Context: an optimization exercise on an open-source flow, tuned for small area and a short achievable clock period. The choices shown serve that exercise and are no tape-out recipe.
Only simulation tests tie the RTL to the original design; equivalence was not proved.
The flow treats the clock pin as an ideal source. Dropping or thinning the clock tree relies on that and would not hold on a real chip.
Power figures rest on the tool's default switching activity, not on a simulated workload.

## run 1
==> flow/design.v (excerpt) <==
module router_nport #(
    parameter int NPORT  = 8,
    parameter int ADDR_W = $clog2(NPORT)
) (
    input  logic             clk,
    input  logic             reset_n,
    input  logic [NPORT-1:0] din,
    input  logic [NPORT-1:0] frame_n,
    input  logic [NPORT-1:0] valid_n,
    output logic [NPORT-1:0] busy_n,
    output logic [NPORT-1:0] dout,
    output logic [NPORT-1:0] valido_n,
    output logic [NPORT-1:0] frameo_n
);
Size in the first run: roughly 1300 cells after synthesis, ~58 I/O pins, ~7900 sq um of cells after synthesis.
Settings: LEC_CHECK=0, ABC_AREA=1, CAP_MARGIN=20, CORE_MARGIN=2, CORE_UTILIZATION=30, GPL_TIMING_DRIVEN=1, PLACE_DENSITY=0.45, SLEW_MARGIN=20, SYNTH_HIERARCHICAL=1, SYNTH_MINIMUM_KEEP_SIZE=0; clock period 10.0 ns.
standard.sh (not shown) runs the stock make flow with config.mk's settings and CLKGATE_MAP_FILE= SYNTH_SCRIPT=/design/flow/synth_recipe.tcl, a recipe that flattens the netlist after the stock synthesis.
==> flow/flow/run.sh <==
#!/bin/bash
# Own layout flow: the standard layout, with
#  - synthesis by flow/my_synth.tcl: the standard synthesis script plus
#    a hand-mapped one-hot multiplexer module (flow/mux_cells.v),
#  - small port buffers (buf_2 instead of the default delay buffers),
#  - repair_timing aiming for a larger setup margin (the SDC is unchanged),
#  - a one-level clock tree (flow/cts_post.tcl, run as ORFS's POST_CTS_TCL
#    hook): four clkbuf_16 fed from the clock port, one per quadrant.
set -euo pipefail
work=$(pwd)
bash standard.sh SYNTH_SCRIPT=$work/flow/my_synth.tcl synth > synth.log 2>&1
export BUFFER_PORTS_ARGS="-buffer_cell sky130_fd_sc_hd__buf_2"
export SETUP_SLACK_MARGIN=7.2
export POST_CTS_TCL=$work/flow/cts_post.tcl
bash standard.sh finish > layout.log 2>&1
Other scripts of this flow, unchanged in this note and not shown: flow/flow/cts_post.tcl, flow/flow/mux_cells.v, flow/flow/my_synth.tcl
Run 1: done, clean on timing, DRC and antenna
The inputs of run 2 differ from those of run 1 as listed below.
Settings: CORE_UTILIZATION now 40, was 30; GPL_TIMING_DRIVEN no longer set, was 1; PLACE_DENSITY now 0.55, was 0.45.
--- outcome ---
- Compared with run 1, run 2 shows a higher routing usage on met1.
- The worst hold slack across all endpoints of run 2 was inferior to that of run 1.
- Switching power: run 2 vs run 1 down about 2.7%
Edits applied to the flow inputs when going from run 2 to run 3:
Settings: changing PLACE_DENSITY from 0.55 to 0.45; changing CORE_UTILIZATION from 40 to 30.
-- flow/flow/run.sh --
<<< run 2, line 12
export BUFFER_PORTS_ARGS="-buffer_cell sky130_fd_sc_hd__buf_2"
export SETUP_SLACK_MARGIN=7.2
export POST_CTS_TCL=$work/flow/cts_post.tcl
>>> run 3, line 12
export BUFFER_PORTS_ARGS="-buffer_cell sky130_fd_sc_hd__buf_2"
export SETUP_SLACK_MARGIN=7.3
export POST_CTS_TCL=$work/flow/cts_post.tcl
### Flow results
- Run 3: cell area higher than run 2
- Min power across run 2 and run 3: run 2
- Compared with run 2, in run 3 detailed router's first-iteration violation count now sits lower; wire length of the first global-routing pass increased 8.1%; sequential fraction of total cell area went down 1.5 points.
- Combinational power (higher): run 3
- Going from run 2 to run 3, the core utilization was found to have gone down by 9.3 points.
- Summary — proportion of layout cells with a drive suffix above 1, run 3 relative to run 2: higher, by 5.1 points.
- Number of cells on the worst reg-to-reg path | run 3 below run 2
- Run 3 vs run 2: critical path depth down
Relative to run 3, the following input files were edited for run 4:
-- flow/flow/run.sh --
<<< run 3, line 12
export BUFFER_PORTS_ARGS="-buffer_cell sky130_fd_sc_hd__buf_2"
export SETUP_SLACK_MARGIN=7.3
export POST_CTS_TCL=$work/flow/cts_post.tcl
>>> run 4, line 12
export BUFFER_PORTS_ARGS="-buffer_cell sky130_fd_sc_hd__buf_2"
export SETUP_SLACK_MARGIN=7.2
export POST_CTS_TCL=$work/flow/cts_post.tcl
==> summary.txt <==
Status: total global-route track usage parity (run 4, run 3). Between run 3 and run 4, the difference in worst-case setup margin in the final layout is negligible. Run 4: done, clean on timing, DRC and antenna. Of run 3 and run 4, the higher area of all placed cells without fillers belongs to run 3.
The following lists how run 5 was set up differently from run 4:
==> flow/flow/run.sh <==
#!/bin/bash
# Own layout flow: the standard layout, with
#  - synthesis by flow/my_synth.tcl: the standard synthesis script plus
#    a hand-mapped one-hot multiplexer module (flow/mux_cells.v),
#  - small port buffers (buf_1 instead of the default delay buffers),
#  - repair_timing aiming for a larger setup margin (the SDC is unchanged),
#  - a one-level clock tree (flow/cts_post.tcl, run as ORFS's POST_CTS_TCL
#    hook): four clkbuf_16 fed from the clock port, one per quadrant.
set -euo pipefail
work=$(pwd)
bash standard.sh SYNTH_SCRIPT=$work/flow/my_synth.tcl synth > synth.log 2>&1
export BUFFER_PORTS_ARGS="-buffer_cell sky130_fd_sc_hd__buf_1"
export SETUP_SLACK_MARGIN=7.2
export POST_CTS_TCL=$work/flow/cts_post.tcl
bash standard.sh finish > layout.log 2>&1
==> comparison <==
In terms of power per cell area, run 4 and run 5 differ only marginally. Status: final layout net count parity (run 5, run 4). Maximum cell stage delay along the critical path in run 5 vs run 4: down 20 ps. A library cell contributing the largest single delay on the critical path of dfrtp_2 is what run 4 shows, while dfrtp_1 belongs to run 5. Looking at run 4 and run 5, the combinational power is a wash.
In every run of this note, the design's own scripts or RTL, not TritonCTS, make the clock network.

separate check: timing with driven ports:
The flow's constraints put no driver on any port. The routed layouts listed below were extracted and timed again, unchanged, in two steps. Step 1 (the two cells are an assumption about what drives the block):
set clk [get_ports {clk}]
set_driving_cell -lib_cell sky130_fd_sc_hd__clkbuf_16 $clk
set_driving_cell -lib_cell sky130_fd_sc_hd__buf_2 [delete_from_list [all_inputs] $clk]
Step 2 times the ports against the registers' clock, not the clock port: input delays grow and output delays shrink by t, the midpoint of the rising clock arrivals with the driver on. Slacks: no drivers / after step 1 / after step 2; pairs: no drivers / after step 1.
| run | shift t [ns] | slack for setup (ns) | slew at the worst register clock pin (ns) |
|---|---|---|---|
| run 1 | 0.272 | 7.200 / 7.094 / 7.033 | 0.11 / 0.11 |
| run 2 | 0.263 | 7.166 / 7.074 / 6.978 | 0.11 / 0.11 |
| run 3 | 0.271 | 7.201 / 7.096 / 7.085 | 0.11 / 0.11 |
| run 4 | 0.272 | 7.200 / 7.094 / 7.033 | 0.11 / 0.11 |
| run 5 | 0.270 | 7.198 / 7.093 / 7.032 | 0.11 / 0.11 |
After both steps every run listed still meets setup and hold. For run 2, which loses most, drivers alone change the setup slack by -0.092 ns; drivers and shift together by -0.188 ns.
